From an optimization exercise on the open Yosys and OpenROAD flow, aimed at small area, a short achievable clock period and few clock cycles; shortcuts taken in it are not production practice. Function was checked by simulation only, so behaviour that the tests miss may differ from the original.

[design/flow/config.mk]
export PLATFORM = sky130hd
export DESIGN_NAME = arc_odometry_integrator_core
export DESIGN_NICKNAME = arc_odometry_integrator_core
export VERILOG_FILES = /design/flow/design.v
export SDC_FILE = /design/flow/constraint.sdc
export NUM_CORES = 4
export LEC_CHECK = 0
export CAP_MARGIN = 20
export CORE_MARGIN = 2
export CORE_UTILIZATION = 55
export PLACE_DENSITY = 0.7
export SETUP_SLACK_MARGIN = 0.2
export SLEW_MARGIN = 20
[design/flow/run.sh]
#!/bin/bash
# synth_recipe.tcl (not shown) runs the flow's synth.tcl, then flattens the netlist and writes it again
# the make line also repeats each setting of config.mk as NAME=value (left out here)
make -C /OpenROAD-flow-scripts/flow DESIGN_CONFIG=/design/flow/config.mk WORK_HOME=/design/flow/orfs CLKGATE_MAP_FILE= SYNTH_SCRIPT=/design/flow/synth_recipe.tcl finish
[design/flow/design.v]
package arcodo_pkg;
    typedef enum logic [2:0] {
        PH_IDLE = 3'd0,
        PH_S1   = 3'd1,    
        PH_M    = 3'd2,    
        PH_K    = 3'd3,    
        PH_Q0   = 3'd4,    
        PH_Q1   = 3'd5,    
        PH_V0   = 3'd6,    
        PH_D0   = 3'd7     
    } ph_t;
    function automatic logic [63:0] horner_k(input logic [2:0] k);
        logic [63:0] c;
        case (k)
            3'd1:    c = 64'h0004_cb4c_3fff_ffff;
            3'd2:    c = 64'h0051_9af2_afff_ffff;
            3'd3:    c = 64'h0295_779d_efff_ffff;
            3'd4:    c = 64'h0648_7ed6_1fff_ffff;
            default: c = 64'd0;
        endcase
        horner_k = c;
    endfunction
    localparam logic [31:0] TURN_PER_RAD_Q16 = 32'd683565276;
    localparam logic [31:0] SIN_TOP_COEF     = 32'd172273;
    localparam logic [30:0] ONE_Q30          = 31'h4000_0000;
    function automatic logic [31:0] sin_coef(input logic [2:0] k);
        logic [31:0] c;
        case (k)
            3'd1:    c = 32'd5026995;
            3'd2:    c = 32'd85569306;
            3'd3:    c = 32'd693598670;
            3'd4:    c = 32'd1686629713;
            default: c = 32'd0;
        endcase
        sin_coef = c;
    endfunction
endpackage
module arc_odometry_integrator_core #(
    parameter int ANGLE_BITS = 16
) (
    input  logic               aclk,
    input  logic               aresetn,
    input  logic               cfg_valid,
    output logic               cfg_ready,
    input  logic [31:0]        cfg_data,
    input  logic               s_valid,
    output logic               s_ready,
    input  logic signed [15:0] s_pulse_count,
    input  logic signed [23:0] s_yaw_rate,
    input  logic [15:0]        s_elapsed_time,
    output logic               m_valid,
    input  logic               m_ready,
    output logic signed [31:0] m_pos_x,
    output logic signed [31:0] m_pos_y,
    output logic [15:0]        m_heading,
    output logic signed [31:0] m_vel_x,
    output logic signed [31:0] m_vel_y
);
    localparam int U0_V   = 0;
    localparam int U0_SQ  = 1;
    localparam int U0_H1  = 2;
    localparam int U0_HK  = 3;
    localparam int U0_H5  = 4;
    localparam int U0_VXL = 5;
    localparam int U0_VXH = 6;
    localparam int U0_AXL = 7;
    localparam int U0_AXH = 8;
    localparam int U0_DXL = 9;
    localparam int U0_DXH = 10;
    localparam int U0_N   = 11;
    localparam int U1_X   = 0;
    localparam int U1_WL  = 1;
    localparam int U1_WH  = 2;
    localparam int U1_H1  = 3;
    localparam int U1_HK  = 4;
    localparam int U1_H5  = 5;
    localparam int U1_VYL = 6;
    localparam int U1_VYH = 7;
    localparam int U1_AYL = 8;
    localparam int U1_AYH = 9;
    localparam int U1_DYL = 10;
    localparam int U1_DYH = 11;
    localparam int U1_SQ  = 12;
    localparam int U1_N   = 13;
    arcodo_pkg::ph_t ph, ph_n;
    logic [2:0]  st, st_n;
    logic        hh, hh_n;     
    logic [U0_N-1:0] sel0;
    logic [U1_N-1:0] sel1;
    logic [31:0] spp_reg;
    logic [15:0] hf_reg;       
    logic        miss_reg;     
    logic        cur;
    logic [1:0]  ps_s, pc_s;
    logic [1:0][30:0] ps_m, pc_m;
    logic        sa_s, ca_s, sb_s, cb_s;
    logic [30:0] sa_m, ca_m, sb_m, cb_m;
    logic        pneg_reg;
    logic [23:0] wm_reg;
    logic        wneg_reg;
    logic        arc_reg;
    logic [15:0] t_reg;
    logic [46:0] v_reg;
    logic        vh_nz;
    logic [15:0] a1_reg;
    logic        rb_reg;
    logic [60:0] w_reg;
    logic [46:0] vxm_reg, vym_reg;
    logic [15:0] p0_lo, p1_lo;      
    logic [15:0] hnext;
    logic        dxs_reg, dys_reg;
    localparam logic [1:0] B_IDLE = 2'd0;
    localparam logic [1:0] B_DIV  = 2'd1;
    localparam logic [1:0] B_FIN  = 2'd2;
    logic [1:0][1:0]  bst;
    logic [1:0][3:0]  bcnt;
    logic [1:0][23:0] remx, remy, dd_reg;
    logic [1:0][25:0] d3_reg;
    logic [1:0][31:0] shx, shy;
    logic [1:0][5:0]  ntopx, ntopy;
    logic [1:0]       ovfx, ovfy, negx, negy;
    logic [1:0][31:0] velx_h, vely_h;
    logic [1:0][15:0] hb_reg;
    logic             pin, pout, fin_go;
    logic signed [31:0] posx_reg, posy_reg, outvx_reg, outvy_reg;
    logic [15:0]        outh_reg;
    logic               m_valid_reg;
    assign hnext = a1_reg + {15'd0, rb_reg};
    assign sa_s = cur ? ps_s[1] : ps_s[0];
    assign sa_m = cur ? ps_m[1] : ps_m[0];
    assign ca_s = cur ? pc_s[1] : pc_s[0];
    assign ca_m = cur ? pc_m[1] : pc_m[0];
    assign sb_s = cur ? ps_s[0] : ps_s[1];
    assign sb_m = cur ? ps_m[0] : ps_m[1];
    assign cb_s = cur ? pc_s[0] : pc_s[1];
    assign cb_m = cur ? pc_m[0] : pc_m[1];
    logic is_m, is_k;
    assign is_m = (ph == arcodo_pkg::PH_M);
    assign is_k = (ph == arcodo_pkg::PH_K);
    logic wh_nz, vxh_nz, vyh_nz;
    assign wh_nz  = |w_reg[60:32];
    assign vxh_nz = |vxm_reg[46:32];
    assign vyh_nz = |vym_reg[46:32];
    logic need_hi;
    always_comb begin
        case (ph)
            arcodo_pkg::PH_Q0: need_hi = vh_nz;
            arcodo_pkg::PH_V0: need_hi = vh_nz && (st == 3'd1);
            arcodo_pkg::PH_Q1: need_hi = wh_nz;
            arcodo_pkg::PH_D0: need_hi = vxh_nz | vyh_nz;
            default: need_hi = 1'b0;
        endcase
    end
    logic step_last;    
    assign step_last = hh | ~need_hi;
    logic fin_step, out_free, back_free, commit;
    assign fin_step  = ((ph == arcodo_pkg::PH_Q1) || (ph == arcodo_pkg::PH_D0)) && step_last;
    assign out_free  = !m_valid_reg || m_ready;
    assign fin_go    = (bst[pout] == B_FIN) && out_free;
    assign back_free = (bst[pin] == B_IDLE) || ((pin == pout) && fin_go);
    assign commit    = fin_step && back_free;
    logic accept;
    assign s_ready = (ph == arcodo_pkg::PH_IDLE) || commit;
    assign accept  = s_valid && s_ready;
    always_comb begin
        ph_n    = ph;
        st_n    = st;
        hh_n    = hh;
        case (ph)
            arcodo_pkg::PH_IDLE: begin
                if (s_valid) ph_n = arcodo_pkg::PH_S1;
            end
            arcodo_pkg::PH_S1: begin
                st_n    = 3'd0;
                hh_n    = 1'b0;
                if (miss_reg) begin
                    ph_n = arcodo_pkg::PH_M;
                end else if (arc_reg) begin
                    ph_n = arcodo_pkg::PH_K;
                end else begin
                    ph_n = arcodo_pkg::PH_V0;
                    st_n = 3'd1;
                end
            end
            arcodo_pkg::PH_M, arcodo_pkg::PH_K: begin
                if (!step_last) begin
                    hh_n = 1'b1;
                end else begin
                    hh_n = 1'b0;
                    if (st == 3'd5) begin
                        st_n = 3'd0;
                        if (is_k)         ph_n = arcodo_pkg::PH_Q0;
                        else if (arc_reg) ph_n = arcodo_pkg::PH_K;
                        else              ph_n = arcodo_pkg::PH_V0;
                    end else begin
                        st_n = st + 3'd1;
                    end
                end
            end
            arcodo_pkg::PH_Q0: begin
                if (!step_last) begin
                    hh_n = 1'b1;
                end else begin
                    hh_n = 1'b0;
                    if (st == 3'd0) begin
                        st_n = 3'd1;
                    end else begin
                        st_n = 3'd0;
                        ph_n = arcodo_pkg::PH_Q1;
                    end
                end
            end
            arcodo_pkg::PH_V0: begin
                if (st == 3'd0) begin
                    st_n = 3'd1;    
                end else if (!step_last) begin
                    hh_n = 1'b1;
                end else begin
                    hh_n = 1'b0;
                    st_n = 3'd0;
                    ph_n = arcodo_pkg::PH_D0;
                end
            end
            default: begin
                if (!step_last) begin
                    hh_n = 1'b1;
                end else if (commit) begin
                    hh_n = 1'b0;
                    ph_n = s_valid ? arcodo_pkg::PH_S1 : arcodo_pkg::PH_IDLE;
                end
            end
        endcase
    end
    logic [U0_N-1:0] sel0_n;
    logic [U1_N-1:0] sel1_n;
    always_comb begin
        sel0_n = '0;
        sel1_n = '0;
        case (ph_n)
            arcodo_pkg::PH_S1: begin
                sel0_n[U0_V] = 1'b1;
                sel1_n[U1_X] = 1'b1;
            end
            arcodo_pkg::PH_M, arcodo_pkg::PH_K: begin
                case (st_n)
                    3'd0: begin
                        sel0_n[U0_SQ] = 1'b1;
                        sel1_n[U1_SQ] = 1'b1;
                    end
                    3'd1: begin
                        sel0_n[U0_H1] = 1'b1;
                        sel1_n[U1_H1] = 1'b1;
                    end
                    3'd5: begin
                        sel0_n[U0_H5] = 1'b1;
                        sel1_n[U1_H5] = 1'b1;
                    end
                    default: begin
                        sel0_n[U0_HK] = 1'b1;
                        sel1_n[U1_HK] = 1'b1;
                    end
                endcase
            end
            arcodo_pkg::PH_Q0: begin
                if (st_n == 3'd0) begin
                    sel0_n[U0_VXL] = !hh_n;
                    sel0_n[U0_VXH] = hh_n;
                    sel1_n[U1_WL]  = !hh_n;
                    sel1_n[U1_WH]  = hh_n;
                end else begin
                    sel1_n[U1_VYL] = !hh_n;
                    sel1_n[U1_VYH] = hh_n;
                end
            end
            arcodo_pkg::PH_V0: begin
                sel0_n[U0_VXL] = (st_n == 3'd1) && !hh_n;
                sel0_n[U0_VXH] = (st_n == 3'd1) && hh_n;
                sel1_n[U1_VYL] = (st_n == 3'd1) && !hh_n;
                sel1_n[U1_VYH] = (st_n == 3'd1) && hh_n;
            end
            arcodo_pkg::PH_Q1: begin
                sel0_n[U0_AXL] = !hh_n;
                sel0_n[U0_AXH] = hh_n;
                sel1_n[U1_AYL] = !hh_n;
                sel1_n[U1_AYH] = hh_n;
            end
            arcodo_pkg::PH_D0: begin
                sel0_n[U0_DXL] = !hh_n;
                sel0_n[U0_DXH] = hh_n;
                sel1_n[U1_DYL] = !hh_n;
                sel1_n[U1_DYH] = hh_n;
            end
            default: ;
        endcase
    end
    logic [15:0] ang;
    logic [13:0] am;
    logic [14:0] i_s, i_c;
    logic [13:0] n_s, n_c;
    assign ang = is_m ? hf_reg : a1_reg;
    assign am  = ang[13:0];
    assign i_s = ang[14] ? (15'd16384 - {1'b0, am}) : {1'b0, am};
    assign i_c = ang[14] ? {1'b0, am} : (15'd16384 - {1'b0, am});
    assign n_s = ang[14] ? ~am : am;
    assign n_c = ang[14] ? am : ~am;
    logic [63:0] p0, p1;
    logic [63:0] uk0, uk1, ur0, ur1;
    logic        hs0, hs1;
    logic [31:0] oa0, ob0, oa1, ob1;
    logic [31:0] or0, or1;
    logic [31:0] oa0_n, ob0_n, oa1_n, ob1_n;
    logic [31:0] or0_n, or1_n;
    assign hs0 = sel0[U0_H1] | sel0[U0_HK];
    assign hs1 = sel1[U1_H1] | sel1[U1_HK];
    assign ur0 = hs0 ? {~oa0, oa0} : {32'd0, or0};
    assign ur1 = hs1 ? {~oa1, oa1} : {32'd0, or1};
    assign uk0 = {64{hs0}} & arcodo_pkg::horner_k(st);
    assign uk1 = {64{hs1}} & arcodo_pkg::horner_k(st);
    assign p0 = {32'd0, oa0} * {32'd0, ob0} + ur0 + uk0;
    assign p1 = {32'd0, oa1} * {32'd0, ob1} + ur1 + uk1;
    logic [30:0] sn0, sn1;
    assign sn0 = (p0[45] | p0[44]) ? arcodo_pkg::ONE_Q30 : p0[44:14];
    assign sn1 = (p1[45] | p1[44]) ? arcodo_pkg::ONE_Q30 : p1[44:14];
    logic [15:0] hf_cur;
    logic [23:0] wm_in;
    logic [31:0] addx_n;
    assign hf_cur = commit ? hnext : hf_reg;
    assign wm_in  = s_yaw_rate[23] ? 24'(-s_yaw_rate) : 24'(s_yaw_rate);
    assign addx_n = s_yaw_rate[23] ? ({hf_cur - wm_in[15:0], 16'd0} + {8'd0, wm_in})
                                   : {hf_cur, 16'd0};
    function automatic logic [32:0] sm_diff(input logic us, input logic [30:0] um,
                                            input logic vs, input logic [30:0] vm);
        logic [31:0] sum, dif, adif;
        sum  = {1'b0, um} + {1'b0, vm};
        dif  = {1'b0, um} - {1'b0, vm};
        adif = dif[31] ? 32'(-dif) : dif;
        sm_diff = (us == vs) ? {us ^ dif[31], adif} : {us, sum};
    endfunction
    logic [32:0] dxd, dyd;
    assign dxd = sm_diff(sb_s, sb_m, sa_s, sa_m);
    assign dyd = sm_diff(ca_s, ca_m, cb_s, cb_m);
    logic [61:0] nx, ny;
    assign nx = hh ? {p0[59:0], p0_lo[15:14]} : {28'd0, p0[63:30]};
    assign ny = hh ? {p1[59:0], p1_lo[15:14]} : {28'd0, p1[63:30]};
    logic [31:0] dsx, dsy;
    logic        dsx_ovf, dsy_ovf;
    assign dsx     = hh ? {p0[15:0], p0_lo} : p0[47:16];
    assign dsy     = hh ? {p1[15:0], p1_lo} : p1[47:16];
    assign dsx_ovf = hh && (|p0[30:16]);
    assign dsy_ovf = hh && (|p1[30:16]);
    function automatic logic [31:0] sat_mag(input logic [46:0] mag, input logic neg);
        logic [31:0] r;
        if (!neg) begin
            r = (|mag[46:31]) ? 32'h7FFF_FFFF : mag[31:0];
        end else begin
            r = (|mag[46:32] || (mag[31] && |mag[30:0])) ? 32'h8000_0000 : 32'(-mag[31:0]);
        end
        sat_mag = r;
    endfunction
    logic [31:0] spp_n, dxm_n, dym_n;
    logic [15:0] pm_in, t_n, hf_n, a1_n, ang_n;
    logic [23:0] wm_n;
    logic        wneg_n;
    logic [28:0] i2s_n, i2c_n;
    logic [46:0] v_n, vxm_n, vym_n;
    logic [60:0] w_n;
    logic [13:0] am_n, n_s_n, n_c_n;
    assign pm_in   = s_pulse_count[15] ? 16'(-s_pulse_count) : 16'(s_pulse_count);
    assign spp_n   = cfg_valid ? cfg_data : spp_reg;
    assign wm_n    = accept ? wm_in : wm_reg;
    assign t_n     = accept ? s_elapsed_time : t_reg;
    assign wneg_n  = accept ? s_yaw_rate[23] : wneg_reg;
    assign hf_n    = commit ? hnext : hf_reg;
    assign a1_n    = sel1[U1_X] ? p1[31:16] : a1_reg;
    assign i2s_n   = sel0[U0_SQ] ? p0[28:0] : oa0[28:0];
    assign i2c_n   = sel1[U1_SQ] ? p1[28:0] : oa1[28:0];
    assign v_n     = sel0[U0_V] ? p0[46:0] : v_reg;
    always_comb begin
        w_n = w_reg;
        if (sel1[U1_WL]) w_n = {13'd0, p1[63:16]};
        if (sel1[U1_WH]) w_n = {p1[44:0], w_reg[15:0]};
        vxm_n = vxm_reg;
        if (sel0[U0_VXL]) vxm_n = {13'd0, p0[63:30]};
        if (sel0[U0_VXH]) vxm_n = {p0[44:0], vxm_reg[1:0]};
        vym_n = vym_reg;
        if (sel1[U1_VYL]) vym_n = {13'd0, p1[63:30]};
        if (sel1[U1_VYH]) vym_n = {p1[44:0], vym_reg[1:0]};
        dxm_n = ob0;
        dym_n = ob1;
        if (ph == arcodo_pkg::PH_Q0) begin
            dxm_n = dxd[31:0];
            dym_n = dyd[31:0];
        end
    end
    assign ang_n = (ph_n == arcodo_pkg::PH_M) ? hf_n : a1_n;
    assign am_n  = ang_n[13:0];
    assign n_s_n = ang_n[14] ? ~am_n : am_n;
    assign n_c_n = ang_n[14] ? am_n : ~am_n;
    always_comb begin
        oa0_n = ({32{sel0_n[U0_V]}}                   & spp_n)
              | ({32{sel0_n[U0_SQ]}}                  & {18'd0, n_s_n})
              | ({32{sel0_n[U0_H1] | sel0_n[U0_HK]}}  & {3'd0, i2s_n})
              | ({32{sel0_n[U0_H5]}}                  & {17'd0, i_s})
              | ({32{sel0_n[U0_VXL]}}                 & v_n[31:0])
              | ({32{sel0_n[U0_VXH]}}                 & {17'd0, v_n[46:32]})
              | ({32{sel0_n[U0_AXL]}}                 & w_n[31:0])
              | ({32{sel0_n[U0_AXH]}}                 & {3'd0, w_n[60:32]})
              | ({32{sel0_n[U0_DXL]}}                 & vxm_n[31:0])
              | ({32{sel0_n[U0_DXH]}}                 & {17'd0, vxm_n[46:32]});
        ob0_n = ({32{sel0_n[U0_V]}}                   & {16'd0, pm_in})
              | ({32{sel0_n[U0_SQ]}}                  & {18'd0, n_s_n})
              | ({32{sel0_n[U0_H1]}}                  & ~arcodo_pkg::SIN_TOP_COEF)
              | ({32{sel0_n[U0_HK]}}                  & ~p0[59:28])
              | ({32{sel0_n[U0_H5]}}                  & p0[59:28])
              | ({32{sel0_n[U0_VXL] | sel0_n[U0_VXH]}} & {1'b0, ca_m})
              | ({32{sel0_n[U0_AXL] | sel0_n[U0_AXH]}} & dxm_n)
              | ({32{sel0_n[U0_DXL] | sel0_n[U0_DXH]}} & {16'd0, t_n});
        or0_n = ({32{sel0_n[U0_SQ] & ang_n[14]}}      & {17'd0, n_s_n, 1'b1})
              | ({32{sel0_n[U0_VXH] | sel0_n[U0_AXH] | sel0_n[U0_DXH]}} &
                 ((sel0[U0_VXL] | sel0[U0_AXL] | sel0[U0_DXL]) ? p0[63:32] : or0));
    end
    always_comb begin
        oa1_n = ({32{sel1_n[U1_X]}}                   & {8'd0, wm_n})
              | ({32{sel1_n[U1_WL]}}                  & v_n[31:0])
              | ({32{sel1_n[U1_WH]}}                  & {17'd0, v_n[46:32]})
              | ({32{sel1_n[U1_H1] | sel1_n[U1_HK]}}  & {3'd0, i2c_n})
              | ({32{sel1_n[U1_H5]}}                  & {17'd0, i_c})
              | ({32{sel1_n[U1_SQ]}}                  & {18'd0, n_c_n})
              | ({32{sel1_n[U1_VYL]}}                 & v_n[31:0])
              | ({32{sel1_n[U1_VYH]}}                 & {17'd0, v_n[46:32]})
              | ({32{sel1_n[U1_AYL]}}                 & w_n[31:0])
              | ({32{sel1_n[U1_AYH]}}                 & {3'd0, w_n[60:32]})
              | ({32{sel1_n[U1_DYL]}}                 & vym_n[31:0])
              | ({32{sel1_n[U1_DYH]}}                 & {17'd0, vym_n[46:32]});
        ob1_n = ({32{sel1_n[U1_X]}}                   & {16'd0, wneg_n ? ~t_n : t_n})
              | ({32{sel1_n[U1_WL] | sel1_n[U1_WH]}}  & arcodo_pkg::TURN_PER_RAD_Q16)
              | ({32{sel1_n[U1_H1]}}                  & ~arcodo_pkg::SIN_TOP_COEF)
              | ({32{sel1_n[U1_HK]}}                  & ~p1[59:28])
              | ({32{sel1_n[U1_H5]}}                  & p1[59:28])
              | ({32{sel1_n[U1_SQ]}}                  & {18'd0, n_c_n})
              | ({32{sel1_n[U1_VYL] | sel1_n[U1_VYH]}} & {1'b0, sa_m})
              | ({32{sel1_n[U1_AYL] | sel1_n[U1_AYH]}} & dym_n)
              | ({32{sel1_n[U1_DYL] | sel1_n[U1_DYH]}} & {16'd0, t_n});
        or1_n = ({32{sel1_n[U1_X]}}                   & addx_n)
              | ({32{sel1_n[U1_SQ] & !ang_n[14]}}     & {17'd0, n_c_n, 1'b1})
              | ({32{sel1_n[U1_WH] | sel1_n[U1_VYH] | sel1_n[U1_AYH] | sel1_n[U1_DYH]}} &
                 ((sel1[U1_WL] | sel1[U1_VYL] | sel1[U1_AYL] | sel1[U1_DYL]) ? p1[63:32] : or1));
    end
    always_ff @(posedge aclk) begin
        if (!aresetn) begin
            ph       <= arcodo_pkg::PH_IDLE;
            st       <= 3'd0;
            hh       <= 1'b0;
            sel0     <= '0;
            sel1     <= '0;
            spp_reg  <= 32'd0;
            hf_reg   <= 16'd0;
            miss_reg <= 1'b0;
            cur      <= 1'b0;
            ps_s[0]  <= 1'b0;
            ps_m[0]  <= 31'd0;
            pc_s[0]  <= 1'b0;
            pc_m[0]  <= arcodo_pkg::ONE_Q30;
        end else begin
            spp_reg <= spp_n;
            ph      <= ph_n;
            st      <= st_n;
            hh      <= hh_n;
            sel0    <= sel0_n;
            sel1    <= sel1_n;
            hf_reg  <= hf_n;
            if (is_m && sel0[U0_H5]) begin
                miss_reg <= 1'b0;
            end
            for (int k = 0; k < 2; k++) begin
                if (sel0[U0_H5] && (is_m == (cur == k[0]))) begin
                    ps_s[k] <= ang[15];
                    ps_m[k] <= sn0;
                    pc_s[k] <= ang[15] ^ ang[14];
                    pc_m[k] <= sn1;
                end
            end
            if (commit && ph == arcodo_pkg::PH_Q1) begin
                miss_reg <= rb_reg;
                cur      <= ~cur;
            end
        end
    end
    always_ff @(posedge aclk) begin
        oa0 <= oa0_n;
        ob0 <= ob0_n;
        or0 <= or0_n;
        oa1 <= oa1_n;
        ob1 <= ob1_n;
        or1 <= or1_n;
        wm_reg   <= wm_n;
        t_reg    <= t_n;
        wneg_reg <= wneg_n;
        a1_reg   <= a1_n;
        v_reg    <= v_n;
        w_reg    <= w_n;
        vxm_reg  <= vxm_n;
        vym_reg  <= vym_n;
        if (sel0[U0_AXL] | sel0[U0_DXL]) p0_lo <= p0[31:16];
        if (sel1[U1_AYL] | sel1[U1_DYL]) p1_lo <= p1[31:16];
        if (accept) begin
            pneg_reg <= s_pulse_count[15];
            arc_reg  <= (s_yaw_rate != 24'sd0);
        end
        if (sel0[U0_V]) begin
            vh_nz <= |p0[46:32];
        end
        if (sel1[U1_X]) begin
            rb_reg <= p1[15];
        end
        if (ph == arcodo_pkg::PH_Q0) begin
            dxs_reg <= dxd[32];
            dys_reg <= dyd[32];
        end
    end
    function automatic logic [25:0] dstep4(input logic [23:0] r, input logic [1:0] b,
                                           input logic [23:0] d, input logic [25:0] d3);
        logic [26:0] s1, s2, s3;
        logic [1:0]  q;
        logic [23:0] rn;
        s1 = {1'b0, r, b} - {3'b000, d};
        s2 = {1'b0, r, b} - {2'b00, d, 1'b0};
        s3 = {1'b0, r, b} - {1'b0, d3};
        if (!s3[26]) begin
            q = 2'd3; rn = s3[23:0];
        end else if (!s2[26]) begin
            q = 2'd2; rn = s2[23:0];
        end else if (!s1[26]) begin
            q = 2'd1; rn = s1[23:0];
        end else begin
            q = 2'd0; rn = {r[21:0], b};
        end
        dstep4 = {q, rn};
    endfunction
    logic [1:0][23:0] rx, ry;
    logic [1:0][1:0]  gx, gy;
    function automatic logic signed [31:0] pos_step(input logic signed [31:0] pos,
                                                    input logic [31:0] q, input logic ovf,
                                                    input logic neg);
        logic signed [34:0] d, s;
        logic signed [31:0] r;
        d = ovf ? 35'sh1_0000_0000 : {3'b000, q};
        if (neg) d = -d;
        s = 35'(pos) + d;
        if (s > 35'sd2147483647) begin
            r = 32'sh7FFF_FFFF;
        end else if (s < -35'sd2147483648) begin
            r = 32'sh8000_0000;
        end else begin
            r = s[31:0];
        end
        pos_step = r;
    endfunction
    for (genvar k = 0; k < 2; k++) begin : g_slot
        assign {gx[k], rx[k]} = dstep4(remx[k], shx[k][31:30], dd_reg[k], d3_reg[k]);
        assign {gy[k], ry[k]} = dstep4(remy[k], shy[k][31:30], dd_reg[k], d3_reg[k]);
        always_ff @(posedge aclk) begin
            if (bst[k] == B_DIV) begin
                remx[k] <= rx[k];
                remy[k] <= ry[k];
                shx[k]  <= {shx[k][29:0], gx[k]};
                shy[k]  <= {shy[k][29:0], gy[k]};
                if (bcnt[k] == 4'd0) begin
                    ovfx[k] <= ({ntopx[k], remx[k]} >= {6'd0, dd_reg[k]});
                    ovfy[k] <= ({ntopy[k], remy[k]} >= {6'd0, dd_reg[k]});
                end
            end
            if (commit && pin == k) begin
                hb_reg[k] <= hnext;
                velx_h[k] <= sat_mag(vxm_reg, pneg_reg ^ ca_s);
                vely_h[k] <= sat_mag(vym_reg, pneg_reg ^ sa_s);
                if (ph == arcodo_pkg::PH_Q1) begin
                    dd_reg[k] <= wm_reg;
                    d3_reg[k] <= {2'b00, wm_reg} + {1'b0, wm_reg, 1'b0};
                    remx[k]   <= nx[55:32];
                    shx[k]    <= nx[31:0];
                    ntopx[k]  <= nx[61:56];
                    remy[k]   <= ny[55:32];
                    shy[k]    <= ny[31:0];
                    ntopy[k]  <= ny[61:56];
                    negx[k]   <= pneg_reg ^ dxs_reg ^ wneg_reg;
                    negy[k]   <= pneg_reg ^ dys_reg ^ wneg_reg;
                end else begin
                    shx[k]  <= dsx;
                    shy[k]  <= dsy;
                    ovfx[k] <= dsx_ovf;
                    ovfy[k] <= dsy_ovf;
                    negx[k] <= pneg_reg ^ ca_s;
                    negy[k] <= pneg_reg ^ sa_s;
                end
            end
        end
    end
    always_ff @(posedge aclk) begin
        if (!aresetn) begin
            bst         <= {B_IDLE, B_IDLE};
            bcnt        <= '0;
            pin         <= 1'b0;
            pout        <= 1'b0;
            m_valid_reg <= 1'b0;
            posx_reg    <= 32'sd0;
            posy_reg    <= 32'sd0;
            outh_reg    <= 16'd0;
        end else begin
            if (m_valid_reg && m_ready) begin
                m_valid_reg <= 1'b0;
            end
            for (int k = 0; k < 2; k++) begin
                if (bst[k] == B_DIV) begin
                    bcnt[k] <= bcnt[k] + 4'd1;
                    if (bcnt[k] == 4'd15) begin
                        bst[k] <= B_FIN;
                    end
                end
            end
            if (fin_go) begin
                m_valid_reg <= 1'b1;
                posx_reg    <= pos_step(posx_reg, shx[pout], ovfx[pout], negx[pout]);
                posy_reg    <= pos_step(posy_reg, shy[pout], ovfy[pout], negy[pout]);
                outh_reg    <= hb_reg[pout];
                bst[pout]   <= B_IDLE;
                pout        <= ~pout;
            end
            if (commit) begin
                bcnt[pin] <= 4'd0;
                bst[pin]  <= (ph == arcodo_pkg::PH_Q1) ? B_DIV : B_FIN;
                pin       <= ~pin;
            end
        end
    end
    always_ff @(posedge aclk) begin
        if (fin_go) begin
            outvx_reg <= velx_h[pout];
            outvy_reg <= vely_h[pout];
        end
    end
    assign cfg_ready = 1'b1;
    assign m_valid   = m_valid_reg;
    assign m_pos_x   = posx_reg;
    assign m_pos_y   = posy_reg;
    assign m_heading = outh_reg;
    assign m_vel_x   = outvx_reg;
    assign m_vel_y   = outvy_reg;
endmodule
[design/flow/constraint.sdc]
create_clock -name core_clock -period 10.0 [get_ports {aclk}]
set_input_delay 2.0000 -clock core_clock [delete_from_list [all_inputs] [get_ports {aclk}]]
set_output_delay 2.0000 -clock core_clock [all_outputs]
set_load 0.01 [all_outputs]
==> impl_metrics.py, run 1 <==
metrics = {
    "finish": {
        "layout-drive-gt1-share_pct": 9.094,
        "multiInputGateArea_um2": 121700,
        "area_growth_pct": 10.19,
        "seq_area_um2": 33090,
        "fin_util_pct": 60.81,
        "fin_nets": 22350,
        "most-common-layout-cells": "nand2_1, inv_1, fa_1, ha_1, and2_1",
        "final_common_cell": "nand2_1",
        "fill_cells": 26650,
        "final_area_um2": 183800,
    },
    "worst_hold_path": {
        "min-delay-path-class": "register to register",
    },
    "setup_path": {
        "cp_num_buf_inv": 9,
        "crit_top_cell": "fa_1",
        "critPathLaunchType": "register",
        "crit_type": "register to register",
        "critical_path.top_delay_family": "adder cells",
        "crit_path_max_incr_delay_ns": 0.86,
        "required_ns": 10.80,
        "crit_path_top_delay_cell": "xnor2_2",
        "crit_fanout": 25,
        "end_kind": "register",
        "arrival_ns": 10.39,
    },
    "synth": {
        "syn_inst": 18910,
        "synth_flop_cell": "dfxtp_1",
        "async_flop_share_pct": 0,
        "ys_seq_area_share_pct": 19.81,
        "synth.avg_cell_area_um2": 8.821,
        "synth_top_area_share_pct": 24.59,
        "yosys-top-cells-area": "fa_1, edfxtp_1, dfxtp_1, ha_1, nand2_1",
        "synth_edf_count": 581,
        "yosysWarnings": 1,
        "ys_ff_latch": 1360,
        "synthesis.nets": 22190,
        "synth_area_um2": 166800,
        "ys_types": 97,
        "yosys.area.top_type": "fa_1",
    },
    "floorplan": {
        "die_x_um": 554.7,
        "die_h_um": 554.7,
        "die_area_um2": 307700,
        "io_pins": 240,
        "start_util_pct": 55.19,
        "core_um2": 302300,
        "rows": 202,
    },
    "routing": {
        "dr.pass1.iters": 10,
        "routed_wl_um": 738400,
        "drc": 0,
        "vias": 148900,
        "antenna_left": 0,
        "routed_via_density": 6.415,
        "drt_iter0_markers": 18980,
        "wire_per_inst_um": 31.81,
    },
    "place": {
        "place_hpwl_um": 582500,
        "place_area_um2": 177800,
        "finalWeightedCongestion": 1.110,
        "io_buffers": 238,
    },
    "sta": {
        "tns_ns": 0,
        "tightestPinTransition_ns": 1.364,
        "fmax_mhz": 104.3,
        "skew_ns": 0.04720,
        "finalCritPeriodShare_pct": 95.88,
        "slew_viol_final": 0,
        "fin_crit_ns": 9.588,
        "rsz0062_at_grt": "yes",
        "slew_headroom_pct": 9.058,
        "hold_viol": 0,
        "setup_viol": 0,
    },
    "flow_run": {
        "drv_cap": 0,
    },
    "grt": {
        "overflow": 0,
        "grt_pass1_vias": 143400,
        "grt_start_max_net_pins": 107,
        "grt_pass1_wl_um": 1048000,
        "grt_usage_pct": 47.55,
        "antenna_found_initial": 64,
    },
    "clock_network": {
        "cts_tree": "done",
        "cts.reportedPaths.clkPinSlew_ns": 0.06,
        "cts_buffers": 165,
        "numClockSinks": 1360,
        "root_buffer": "clkbuf_16",
        "clockBufferDepth": 4,
        "h-tree-depth": 4,
        "insertion_delay_ns": 0.89,
    },
    "outcome": {
        "outcome": "finished clean",
    },
}
layer usage:
metal / vias up / share of wire, % / wire length, um / GRT usage [%]
li1: 63290 / - / - / -
met1: 73730 / 37 / 273100 / 60.32
met2: 9529 / 42 / 309800 / 69.23
met3: 2334 / 11 / 82180 / 11.71
met4: 44 / 9.9 / 72870 / 37.85
met5: - / 0.053 / 392 / 0.2969
cell usage after synthesis (69+ instances only):
master    count
nor4_1       69
xor2_1      264
o211ai_1    126
or3_1       105
mux2i_1     318
and3_1       93
a21boi_0     98
and2_1      986
nand2b_1    164
nor3_1      250
inv_1      2438
ha_1       1138
mux2_2      301
o21bai_1     85
o22ai_1     110
a31oi_1     112
clkbuf_1    987
nand2_1    2506
dfxtp_1     779
nor2b_1     199
o21a_1      154
xnor2_1     487
a21o_1      247
a21oi_1     893
nand4_1     101
edfxtp_1    581
o21ai_0     821
a221oi_1     89
fa_1       2049
a211oi_1    128
nand3_1     228
buf_1        81
nor2_1      889
a22oi_1      77
or2_2        78
worst reg2reg max path, delay by kind of cell (launching register included):
family / cells / cell delay (ns)
adder cells (fa/ha/maj): 9 / 4.11
AO/OA/AOI/OAI: 7 / 1.90
AND/OR/NAND/NOR: 6 / 1.27
buffers and inverters: 9 / 0.89
XOR/XNOR: 1 / 0.86
flip-flops: 1 / 0.34
multiplexers: 1 / 0.16
per-stage QoR:
stage	worst slack, ns	hold WS, ns	cells
finish	0.4116	0.4539	23210
global route	0.1239	0.4679	23170
CTS	0.3059	0.4478	23160
detailed placement	0.1593	0.4352	22870
global placement	0.01144	0.4266	22860
floorplan	0.2001	0.4108	18910
cell type report:
type	instances	share of cell area, %
diodes	46	0.06262
clock buffers	217	2.501
clock inverters	72	0.4485
inverters	2448	5.007
multi-input cells	14030	66.19
flip-flops and latches	1360	18.00
well taps	3978	2.708
repair buffers	1066	5.084
final timing paths:
check | from | end | slack, ns | cells past startpoint
hold reg to reg | or0[21] | or0[21] | 0.45 | 2
setup reg to reg | st[2] | oa0[7] | 0.41 | 33
hold / removal | or0[21] | or0[21] | 0.45 | 2
setup / recovery | st[2] | oa0[7] | 0.41 | 33
repair_timing:
action,CTS,global route
buffers inserted,0,7
gates resized for setup,1,66
cloned,0,0
pin swaps,0,13
hold buffers,0,0
endpoints found under the setup margin,5,244
logic make-up (layout without fill, tap and decap cells):
group / count (synthesis) / count (layout) / share of synthesized area, %
other cells: 1 / 47 / 0.002248
compound gates: 3630 / 3630 / 14.25
xor+xnor: 751 / 751 / 3.943
buf+inv: 3525 / 3803 / 7.941
fa+ha+maj: 3187 / 3187 / 33.12
flops: 1360 / 1360 / 19.81
mux: 658 / 658 / 4.461
simple gates: 5799 / 5799 / 16.47
Testbench counts, summed over its fixed seeds: cycles 4,369.
==> inputs of run 2 (changes only) <==
--- a/design/flow/design.v
+++ b/design/flow/design.v
@@ -85,6 +85,7 @@
     arcodo_pkg::ph_t ph, ph_n;
     logic [2:0]  st, st_n;
     logic        hh, hh_n;     
+    logic        wdone, wdone_n;
     logic [U0_N-1:0] sel0;
     logic [U1_N-1:0] sel1;
     logic [31:0] spp_reg;
@@ -109,19 +110,16 @@
     logic [15:0] p0_lo, p1_lo;      
     logic [15:0] hnext;
     logic        dxs_reg, dys_reg;
-    localparam logic [1:0] B_IDLE = 2'd0;
-    localparam logic [1:0] B_DIV  = 2'd1;
-    localparam logic [1:0] B_FIN  = 2'd2;
-    logic [1:0][1:0]  bst;
-    logic [1:0][3:0]  bcnt;
-    logic [1:0][23:0] remx, remy, dd_reg;
-    logic [1:0][25:0] d3_reg;
-    logic [1:0][31:0] shx, shy;
-    logic [1:0][5:0]  ntopx, ntopy;
-    logic [1:0]       ovfx, ovfy, negx, negy;
-    logic [1:0][31:0] velx_h, vely_h;
-    logic [1:0][15:0] hb_reg;
-    logic             pin, pout, fin_go;
+    typedef enum logic [1:0] {B_IDLE, B_DIV, B_FIN} bst_t;
+    bst_t        bst;
+    logic [2:0]  bcnt;
+    logic [23:0] remx, remy, dd_reg;
+    logic [25:0] d3_reg;
+    logic [31:0] shx, shy;
+    logic [5:0]  ntopx, ntopy;
+    logic        ovfx, ovfy, negx, negy;
+    logic [31:0] velx_h, vely_h;
+    logic [15:0] hb_reg;
     logic signed [31:0] posx_reg, posy_reg, outvx_reg, outvy_reg;
     logic [15:0]        outh_reg;
     logic               m_valid_reg;
@@ -134,9 +132,10 @@
     assign sb_m = cur ? ps_m[0] : ps_m[1];
     assign cb_s = cur ? pc_s[0] : pc_s[1];
     assign cb_m = cur ? pc_m[0] : pc_m[1];
-    logic is_m, is_k;
+    logic is_m, is_k, wop;
     assign is_m = (ph == arcodo_pkg::PH_M);
     assign is_k = (ph == arcodo_pkg::PH_K);
+    assign wop  = (is_m || is_k) && (st == 3'd0) && (is_m ? arc_reg : !wdone);
     logic wh_nz, vxh_nz, vyh_nz;
     assign wh_nz  = |w_reg[60:32];
     assign vxh_nz = |vxm_reg[46:32];
@@ -144,6 +143,7 @@
     logic need_hi;
     always_comb begin
         case (ph)
+            arcodo_pkg::PH_M, arcodo_pkg::PH_K: need_hi = wop & vh_nz;
             arcodo_pkg::PH_Q0: need_hi = vh_nz;
             arcodo_pkg::PH_V0: need_hi = vh_nz && (st == 3'd1);
             arcodo_pkg::PH_Q1: need_hi = wh_nz;
@@ -156,8 +156,7 @@
     logic fin_step, out_free, back_free, commit;
     assign fin_step  = ((ph == arcodo_pkg::PH_Q1) || (ph == arcodo_pkg::PH_D0)) && step_last;
     assign out_free  = !m_valid_reg || m_ready;
-    assign fin_go    = (bst[pout] == B_FIN) && out_free;
-    assign back_free = (bst[pin] == B_IDLE) || ((pin == pout) && fin_go);
+    assign back_free = (bst == B_IDLE) || ((bst == B_FIN) && out_free);
     assign commit    = fin_step && back_free;
     logic accept;
     assign s_ready = (ph == arcodo_pkg::PH_IDLE) || commit;
@@ -166,6 +165,7 @@
         ph_n    = ph;
         st_n    = st;
         hh_n    = hh;
+        wdone_n = wdone;
         case (ph)
             arcodo_pkg::PH_IDLE: begin
                 if (s_valid) ph_n = arcodo_pkg::PH_S1;
@@ -173,6 +173,7 @@
             arcodo_pkg::PH_S1: begin
                 st_n    = 3'd0;
                 hh_n    = 1'b0;
+                wdone_n = 1'b0;
                 if (miss_reg) begin
                     ph_n = arcodo_pkg::PH_M;
                 end else if (arc_reg) begin
@@ -187,6 +188,7 @@
                     hh_n = 1'b1;
                 end else begin
                     hh_n = 1'b0;
+                    if (wop) wdone_n = 1'b1;
                     if (st == 3'd5) begin
                         st_n = 3'd0;
                         if (is_k)         ph_n = arcodo_pkg::PH_Q0;
@@ -202,12 +204,7 @@
                     hh_n = 1'b1;
                 end else begin
                     hh_n = 1'b0;
-                    if (st == 3'd0) begin
-                        st_n = 3'd1;
-                    end else begin
-                        st_n = 3'd0;
-                        ph_n = arcodo_pkg::PH_Q1;
-                    end
+                    ph_n = arcodo_pkg::PH_Q1;
                 end
             end
             arcodo_pkg::PH_V0: begin
@@ -233,9 +230,12 @@
     end
     logic [U0_N-1:0] sel0_n;
     logic [U1_N-1:0] sel1_n;
+    logic            wop_n;
     always_comb begin
         sel0_n = '0;
         sel1_n = '0;
+        wop_n  = (st_n == 3'd0) &&
+                 ((ph_n == arcodo_pkg::PH_M) ? arc_reg : ((ph_n == arcodo_pkg::PH_K) && !wdone_n));
         case (ph_n)
             arcodo_pkg::PH_S1: begin
                 sel0_n[U0_V] = 1'b1;
@@ -245,7 +245,8 @@
                 case (st_n)
                     3'd0: begin
                         sel0_n[U0_SQ] = 1'b1;
-                        sel1_n[U1_SQ] = 1'b1;
+                        sel1_n[U1_WL] = wop_n && !hh_n;
+                        sel1_n[U1_WH] = wop_n && hh_n;
                     end
                     3'd1: begin
                         sel0_n[U0_H1] = 1'b1;
@@ -262,15 +263,10 @@
                 endcase
             end
             arcodo_pkg::PH_Q0: begin
-                if (st_n == 3'd0) begin
-                    sel0_n[U0_VXL] = !hh_n;
-                    sel0_n[U0_VXH] = hh_n;
-                    sel1_n[U1_WL]  = !hh_n;
-                    sel1_n[U1_WH]  = hh_n;
-                end else begin
-                    sel1_n[U1_VYL] = !hh_n;
-                    sel1_n[U1_VYH] = hh_n;
-                end
+                sel0_n[U0_VXL] = !hh_n;
+                sel0_n[U0_VXH] = hh_n;
+                sel1_n[U1_VYL] = !hh_n;
+                sel1_n[U1_VYH] = hh_n;
             end
             arcodo_pkg::PH_V0: begin
                 sel0_n[U0_VXL] = (st_n == 3'd1) && !hh_n;
@@ -308,15 +304,24 @@
     logic        hs0, hs1;
     logic [31:0] oa0, ob0, oa1, ob1;
     logic [31:0] or0, or1;
+    logic [14:0] or0h, or0h_n;
     logic [31:0] oa0_n, ob0_n, oa1_n, ob1_n;
     logic [31:0] or0_n, or1_n;
     assign hs0 = sel0[U0_H1] | sel0[U0_HK];
     assign hs1 = sel1[U1_H1] | sel1[U1_HK];
-    assign ur0 = hs0 ? {~oa0, oa0} : {32'd0, or0};
+    assign ur0 = hs0 ? {~oa0, oa0} : {17'd0, or0h, or0};
     assign ur1 = hs1 ? {~oa1, oa1} : {32'd0, or1};
     assign uk0 = {64{hs0}} & arcodo_pkg::horner_k(st);
     assign uk1 = {64{hs1}} & arcodo_pkg::horner_k(st);
-    assign p0 = {32'd0, oa0} * {32'd0, ob0} + ur0 + uk0;
+    logic [31:0] alo0, ahi0;
+    assign alo0 = {sel0[U0_SQ] ? 16'd0 : oa0[31:16], oa0[15:0]};
+    assign ahi0 = {oa0[31:16], sel0[U0_SQ] ? 16'd0 : oa0[15:0]};
+    always_comb begin
+        p0 = ur0 + uk0;
+        for (int j = 0; j < 32; j++) begin
+            p0 = p0 + ({32'd0, {32{ob0[j]}} & ((j < 16) ? alo0 : ahi0)} << j);
+        end
+    end
     assign p1 = {32'd0, oa1} * {32'd0, ob1} + ur1 + uk1;
     logic [30:0] sn0, sn1;
     assign sn0 = (p0[45] | p0[44]) ? arcodo_pkg::ONE_Q30 : p0[44:14];
@@ -373,7 +378,7 @@
     assign hf_n    = commit ? hnext : hf_reg;
     assign a1_n    = sel1[U1_X] ? p1[31:16] : a1_reg;
     assign i2s_n   = sel0[U0_SQ] ? p0[28:0] : oa0[28:0];
-    assign i2c_n   = sel1[U1_SQ] ? p1[28:0] : oa1[28:0];
+    assign i2c_n   = sel0[U0_SQ] ? p0[60:32] : oa1[28:0];
     assign v_n     = sel0[U0_V] ? p0[46:0] : v_reg;
     always_comb begin
         w_n = w_reg;
@@ -398,7 +403,7 @@
     assign n_c_n = ang_n[14] ? am_n : ~am_n;
     always_comb begin
         oa0_n = ({32{sel0_n[U0_V]}}                   & spp_n)
-              | ({32{sel0_n[U0_SQ]}}                  & {18'd0, n_s_n})
+              | ({32{sel0_n[U0_SQ]}}                  & {2'd0, n_c_n, 2'd0, n_s_n})
               | ({32{sel0_n[U0_H1] | sel0_n[U0_HK]}}  & {3'd0, i2s_n})
               | ({32{sel0_n[U0_H5]}}                  & {17'd0, i_s})
               | ({32{sel0_n[U0_VXL]}}                 & v_n[31:0])
@@ -408,7 +413,7 @@
               | ({32{sel0_n[U0_DXL]}}                 & vxm_n[31:0])
               | ({32{sel0_n[U0_DXH]}}                 & {17'd0, vxm_n[46:32]});
         ob0_n = ({32{sel0_n[U0_V]}}                   & {16'd0, pm_in})
-              | ({32{sel0_n[U0_SQ]}}                  & {18'd0, n_s_n})
+              | ({32{sel0_n[U0_SQ]}}                  & {2'd0, n_c_n, 2'd0, n_s_n})
               | ({32{sel0_n[U0_H1]}}                  & ~arcodo_pkg::SIN_TOP_COEF)
               | ({32{sel0_n[U0_HK]}}                  & ~p0[59:28])
               | ({32{sel0_n[U0_H5]}}                  & p0[59:28])
@@ -425,7 +430,6 @@
               | ({32{sel1_n[U1_WH]}}                  & {17'd0, v_n[46:32]})
               | ({32{sel1_n[U1_H1] | sel1_n[U1_HK]}}  & {3'd0, i2c_n})
               | ({32{sel1_n[U1_H5]}}                  & {17'd0, i_c})
-              | ({32{sel1_n[U1_SQ]}}                  & {18'd0, n_c_n})
               | ({32{sel1_n[U1_VYL]}}                 & v_n[31:0])
               | ({32{sel1_n[U1_VYH]}}                 & {17'd0, v_n[46:32]})
               | ({32{sel1_n[U1_AYL]}}                 & w_n[31:0])
@@ -437,12 +441,10 @@
               | ({32{sel1_n[U1_H1]}}                  & ~arcodo_pkg::SIN_TOP_COEF)
               | ({32{sel1_n[U1_HK]}}                  & ~p1[59:28])
               | ({32{sel1_n[U1_H5]}}                  & p1[59:28])
-              | ({32{sel1_n[U1_SQ]}}                  & {18'd0, n_c_n})
               | ({32{sel1_n[U1_VYL] | sel1_n[U1_VYH]}} & {1'b0, sa_m})
               | ({32{sel1_n[U1_AYL] | sel1_n[U1_AYH]}} & dym_n)
               | ({32{sel1_n[U1_DYL] | sel1_n[U1_DYH]}} & {16'd0, t_n});
         or1_n = ({32{sel1_n[U1_X]}}                   & addx_n)
-              | ({32{sel1_n[U1_SQ] & !ang_n[14]}}     & {17'd0, n_c_n, 1'b1})
               | ({32{sel1_n[U1_WH] | sel1_n[U1_VYH] | sel1_n[U1_AYH] | sel1_n[U1_DYH]}} &
                  ((sel1[U1_WL] | sel1[U1_VYL] | sel1[U1_AYL] | sel1[U1_DYL]) ? p1[63:32] : or1));
     end
@@ -451,6 +453,7 @@
             ph       <= arcodo_pkg::PH_IDLE;
             st       <= 3'd0;
             hh       <= 1'b0;
+            wdone    <= 1'b0;
             sel0     <= '0;
             sel1     <= '0;
             spp_reg  <= 32'd0;
@@ -466,6 +469,7 @@
             ph      <= ph_n;
             st      <= st_n;
             hh      <= hh_n;
+            wdone   <= wdone_n;
             sel0    <= sel0_n;
             sel1    <= sel1_n;
             hf_reg  <= hf_n;
@@ -490,6 +494,7 @@
         oa0 <= oa0_n;
         ob0 <= ob0_n;
         or0 <= or0_n;
+        or0h <= {15{sel0_n[U0_SQ] & !ang_n[14]}} & {n_c_n, 1'b1};
         oa1 <= oa1_n;
         ob1 <= ob1_n;
         or1 <= or1_n;
@@ -518,6 +523,8 @@
             dys_reg <= dyd[32];
         end
     end
+    logic [23:0] rx1, rx2, ry1, ry2;
+    logic [1:0]  gx1, gx2, gy1, gy2;
     function automatic logic [25:0] dstep4(input logic [23:0] r, input logic [1:0] b,
                                            input logic [23:0] d, input logic [25:0] d3);
         logic [26:0] s1, s2, s3;
@@ -537,8 +544,10 @@
         end
         dstep4 = {q, rn};
     endfunction
-    logic [1:0][23:0] rx, ry;
-    logic [1:0][1:0]  gx, gy;
+    assign {gx1, rx1} = dstep4(remx, shx[31:30], dd_reg, d3_reg);
+    assign {gx2, rx2} = dstep4(rx1,  shx[29:28], dd_reg, d3_reg);
+    assign {gy1, ry1} = dstep4(remy, shy[31:30], dd_reg, d3_reg);
+    assign {gy2, ry2} = dstep4(ry1,  shy[29:28], dd_reg, d3_reg);
     function automatic logic signed [31:0] pos_step(input logic signed [31:0] pos,
                                                     input logic [31:0] q, input logic ovf,
                                                     input logic neg);
@@ -556,52 +565,10 @@
         end
         pos_step = r;
     endfunction
-    for (genvar k = 0; k < 2; k++) begin : g_slot
-        assign {gx[k], rx[k]} = dstep4(remx[k], shx[k][31:30], dd_reg[k], d3_reg[k]);
-        assign {gy[k], ry[k]} = dstep4(remy[k], shy[k][31:30], dd_reg[k], d3_reg[k]);
-        always_ff @(posedge aclk) begin
-            if (bst[k] == B_DIV) begin
-                remx[k] <= rx[k];
-                remy[k] <= ry[k];
-                shx[k]  <= {shx[k][29:0], gx[k]};
-                shy[k]  <= {shy[k][29:0], gy[k]};
-                if (bcnt[k] == 4'd0) begin
-                    ovfx[k] <= ({ntopx[k], remx[k]} >= {6'd0, dd_reg[k]});
-                    ovfy[k] <= ({ntopy[k], remy[k]} >= {6'd0, dd_reg[k]});
-                end
-            end
-            if (commit && pin == k) begin
-                hb_reg[k] <= hnext;
-                velx_h[k] <= sat_mag(vxm_reg, pneg_reg ^ ca_s);
-                vely_h[k] <= sat_mag(vym_reg, pneg_reg ^ sa_s);
-                if (ph == arcodo_pkg::PH_Q1) begin
-                    dd_reg[k] <= wm_reg;
-                    d3_reg[k] <= {2'b00, wm_reg} + {1'b0, wm_reg, 1'b0};
-                    remx[k]   <= nx[55:32];
-                    shx[k]    <= nx[31:0];
-                    ntopx[k]  <= nx[61:56];
-                    remy[k]   <= ny[55:32];
-                    shy[k]    <= ny[31:0];
-                    ntopy[k]  <= ny[61:56];
-                    negx[k]   <= pneg_reg ^ dxs_reg ^ wneg_reg;
-                    negy[k]   <= pneg_reg ^ dys_reg ^ wneg_reg;
-                end else begin
-                    shx[k]  <= dsx;
-                    shy[k]  <= dsy;
-                    ovfx[k] <= dsx_ovf;
-                    ovfy[k] <= dsy_ovf;
-                    negx[k] <= pneg_reg ^ ca_s;
-                    negy[k] <= pneg_reg ^ sa_s;
-                end
-            end
-        end
-    end
     always_ff @(posedge aclk) begin
         if (!aresetn) begin
-            bst         <= {B_IDLE, B_IDLE};
-            bcnt        <= '0;
-            pin         <= 1'b0;
-            pout        <= 1'b0;
+            bst         <= B_IDLE;
+            bcnt        <= 3'd0;
             m_valid_reg <= 1'b0;
             posx_reg    <= 32'sd0;
             posy_reg    <= 32'sd0;
@@ -610,33 +577,68 @@
             if (m_valid_reg && m_ready) begin
                 m_valid_reg <= 1'b0;
             end
-            for (int k = 0; k < 2; k++) begin
-                if (bst[k] == B_DIV) begin
-                    bcnt[k] <= bcnt[k] + 4'd1;
-                    if (bcnt[k] == 4'd15) begin
-                        bst[k] <= B_FIN;
+            case (bst)
+                B_DIV: begin
+                    bcnt <= bcnt + 3'd1;
+                    if (bcnt == 3'd7) begin
+                        bst <= B_FIN;
                     end
                 end
-            end
-            if (fin_go) begin
-                m_valid_reg <= 1'b1;
-                posx_reg    <= pos_step(posx_reg, shx[pout], ovfx[pout], negx[pout]);
-                posy_reg    <= pos_step(posy_reg, shy[pout], ovfy[pout], negy[pout]);
-                outh_reg    <= hb_reg[pout];
-                bst[pout]   <= B_IDLE;
-                pout        <= ~pout;
-            end
+                B_FIN: begin
+                    if (out_free) begin
+                        m_valid_reg <= 1'b1;
+                        posx_reg    <= pos_step(posx_reg, shx, ovfx, negx);
+                        posy_reg    <= pos_step(posy_reg, shy, ovfy, negy);
+                        outh_reg    <= hb_reg;
+                        bst         <= B_IDLE;
+                    end
+                end
+                default: ;
+            endcase
             if (commit) begin
-                bcnt[pin] <= 4'd0;
-                bst[pin]  <= (ph == arcodo_pkg::PH_Q1) ? B_DIV : B_FIN;
-                pin       <= ~pin;
+                bcnt <= 3'd0;
+                bst  <= (ph == arcodo_pkg::PH_Q1) ? B_DIV : B_FIN;
             end
         end
     end
     always_ff @(posedge aclk) begin
-        if (fin_go) begin
-            outvx_reg <= velx_h[pout];
-            outvy_reg <= vely_h[pout];
+        if (bst == B_DIV) begin
+            remx <= rx2;
+            remy <= ry2;
+            shx  <= {shx[27:0], gx1, gx2};
+            shy  <= {shy[27:0], gy1, gy2};
+            if (bcnt == 3'd0) begin
+                ovfx <= ({ntopx, remx} >= {6'd0, dd_reg});
+                ovfy <= ({ntopy, remy} >= {6'd0, dd_reg});
+            end
+        end
+        if (bst == B_FIN && out_free) begin
+            outvx_reg <= velx_h;
+            outvy_reg <= vely_h;
+        end
+        if (commit) begin
+            hb_reg <= hnext;
+            velx_h <= sat_mag(vxm_reg, pneg_reg ^ ca_s);
+            vely_h <= sat_mag(vym_reg, pneg_reg ^ sa_s);
+            if (ph == arcodo_pkg::PH_Q1) begin
+                dd_reg <= wm_reg;
+                d3_reg <= {2'b00, wm_reg} + {1'b0, wm_reg, 1'b0};
+                remx   <= nx[55:32];
+                shx    <= nx[31:0];
+                ntopx  <= nx[61:56];
+                remy   <= ny[55:32];
+                shy    <= ny[31:0];
+                ntopy  <= ny[61:56];
+                negx   <= pneg_reg ^ dxs_reg ^ wneg_reg;
+                negy   <= pneg_reg ^ dys_reg ^ wneg_reg;
+            end else begin
+                shx  <= dsx;
+                shy  <= dsy;
+                ovfx <= dsx_ovf;
+                ovfy <= dsy_ovf;
+                negx <= pneg_reg ^ ca_s;
+                negy <= pneg_reg ^ sa_s;
+            end
         end
     end
     assign cfg_ready = 1'b1;
==> impl_metrics.py, run 2 <==
metrics = {
    "grt": {
        "antenna_found_initial": 96,
        "grt_usage_pct": 50.16,
        "grt_pass1_vias": 138100,
        "grt_pass1_wl_um": 1024000,
        "grt_start_max_net_pins": 115,
        "overflow": 0,
    },
    "setup_path": {
        "crit_path_top_delay_cell": "a2111oi_4",
        "cp_num_buf_inv": 9,
        "end_kind": "register",
        "crit_path_max_incr_delay_ns": 0.79,
        "reg2regPathDepth": 32,
        "crit_top_cell": "fa_1",
        "required_ns": 10.79,
        "path_depth": 32,
        "crit_type": "register to register",
        "critical_path.top_delay_family": "adder cells",
        "arrival_ns": 10.55,
        "crit_fanout": 30,
        "critPathLaunchType": "register",
    },
    "clock_network": {
        "root_buffer": "clkbuf_16",
        "hold_buffers": 0,
        "cts.reportedPaths.clkPinSlew_ns": 0.06,
        "cts_buffers": 144,
        "h-tree-depth": 4,
        "cts_tree": "done",
        "clockBufferDepth": 4,
        "numClockSinks": 1108,
        "insertion_delay_ns": 0.91,
    },
    "sta": {
        "fmax_mhz": 102.5,
        "setup_viol": 0,
        "slew_viol_final": 0,
        "skew_ns": 0.1123,
        "hold_viol": 0,
        "fin_crit_ns": 9.757,
        "tightestPinTransition_ns": 1.289,
        "finalCritPeriodShare_pct": 97.57,
        "tns_ns": 0,
        "slew_headroom_pct": 14.05,
        "rsz0062_at_grt": "yes",
    },
    "worst_hold_path": {
        "hold-path-cell-count": 0,
        "min-delay-path-class": "register to register",
    },
    "synth": {
        "synth_flop_cell": "dfxtp_1",
        "synth_common_cells": "nand2_1, inv_1, fa_1, ha_1, a21oi_1",
        "ys_types": 115,
        "yosys.area.top_type": "fa_1",
        "syn_inst": 18190,
        "synth.avg_cell_area_um2": 8.533,
        "synth_area_um2": 155200,
        "synthesis.nets": 21430,
        "yosysWarnings": 1,
        "ys_seq_area_share_pct": 16.70,
        "async_flop_share_pct": 0,
        "ys_ff_latch": 1108,
        "synth_most_common_cell": "nand2_1",
        "synth_top_area_share_pct": 26.11,
        "yosys-top-cells-area": "fa_1, dfxtp_1, ha_1, edfxtp_1, nand2_1",
        "synth_edf_count": 374,
    },
    "place": {
        "place_hpwl_um": 586800,
        "io_buffers": 238,
        "place_area_um2": 166600,
        "finalWeightedCongestion": 1.142,
    },
    "flow_run": {
        "drv_cap": 0,
    },
    "finish": {
        "final_common_cell": "nand2_1",
        "most-common-layout-cells": "nand2_1, inv_1, fa_1, ha_1, a21oi_1",
        "fin_util_pct": 61.03,
        "fin_nets": 21710,
        "layout-drive-gt1-share_pct": 8.740,
        "area_growth_pct": 10.72,
        "final_area_um2": 171800,
    },
    "floorplan": {
        "start_util_pct": 55.12,
        "rows": 195,
        "core_um2": 281600,
        "die_area_um2": 286400,
        "die_h_um": 535.2,
        "io_pins": 240,
        "die_x_um": 535.2,
    },
    "routing": {
        "routed_via_density": 6.500,
        "dr.pass1.iters": 8,
        "routed_wl_um": 728900,
        "drc": 0,
        "drt_iter0_markers": 19530,
        "vias": 145400,
        "wire_per_inst_um": 32.59,
        "antenna_left": 0,
    },
    "outcome": {
        "outcome": "finished clean",
    },
}
run 2: changes by cell type in the layout (fill, tap and decap cells not counted), sizes merged, moves of 39 or more:
| cell | delta |
|---|---|
| or2 | -39 |
| a21boi | -67 |
| a21oi | +101 |
| mux2 | -155 |
| a21o | +60 |
| nand2 | +326 |
| o21ai | -55 |
| inv | -64 |
| edfxtp | -207 |
| and2 | -313 |
| buf | +96 |
| dfxtp | -45 |
run 2: layout make-up:
type | instances | area (um2)
Clock buffer | 202 | 4088
Sequential cell | 1108 | 25970
Clock inverter | 58 | 644.4
Multi-Input combinational cell | 13670 | 117300
Timing Repair Buffer | 1162 | 10110
Inverter | 2381 | 8965
Fill cell | 25310 | 109700
Tap cell | 3743 | 4683
Antenna cell | 44 | 110.1
run 2: final timing paths:
| kind | from | endpoint | slack [ns] |
|---|---|---|---|
| max | st[2] | oa1[15] | 0.24 |
| max reg2reg | st[2] | oa1[15] | 0.24 |
| min reg2reg | vely_h[15] | outvy_reg[15] | 0.41 |
| min | vely_h[15] | outvy_reg[15] | 0.41 |
run 2: through the flow:
stage,hold slack (ns),cells,setup WS (ns)
after floorplan,0.4003,18190,0.2237
after global placement,0.4016,22050,-0.1182
after detailed placement,0.4045,22050,-0.1826
after CTS,0.4099,22320,0.2204
after global routing,0.4240,22330,0.06699
final,0.4071,22370,0.2431
run 2: per-layer routing:
metal	wire, um	global-route usage, %	up-vias
met4	64770	35.71	68
met2	292800	70.49	10030
met5	520	0.8161	-
met1	267600	63.26	71940
met3	103300	18.69	2469
li1	-	-	60880
run 2: kinds of logic after synthesis:
group	after synthesis	share of synthesized area, %
and+or+nand+nor	5680	16.79
AOI/OAI and AO/OA	3593	15.14
buffers and inverters	3410	8.322
adders and majority gates	3149	35.18
DFF	1108	16.70
xor gates and xnor gates	754	4.255
muxes	494	3.613
other	1	0.002416
run 2: timing repair:
item | in CTS | in global routing
gates resized for setup | 5 | 36
setup endpoints to repair | 84 | 220
gates cloned | 0 | 0
pin swaps | 0 | 1
buffers inserted | 2 | 7
Testbench counts of run 2, summed over its fixed seeds: cycles 4,019.

separate check: timing with driven ports:
No port has a modelled driver above. Below, the same layouts with a new extraction and two added sets of constraints. Step 1: set_driving_cell puts a clkbuf_16 on aclk and a buf_2 on each other input, an assumption about the parent block. Step 2 moves the port delays by t, midway between the first and last clock arrival at a register: inputs arrive t later, outputs are due t later. That takes back most of the time a late clock gives input paths. Three values: no drivers, after step 1, after step 2; two values: the first two.
run | shift t [ns] | setup WS [ns] | latest minus earliest clock arrival (ns)
run 1 | 0.971 | 0.412 / 0.412 / 0.412 | 0.052 / 0.052
run 2 | 0.979 | 0.243 / 0.243 / 0.243 | 0.113 / 0.112
After both steps setup and hold are still met in every run listed.
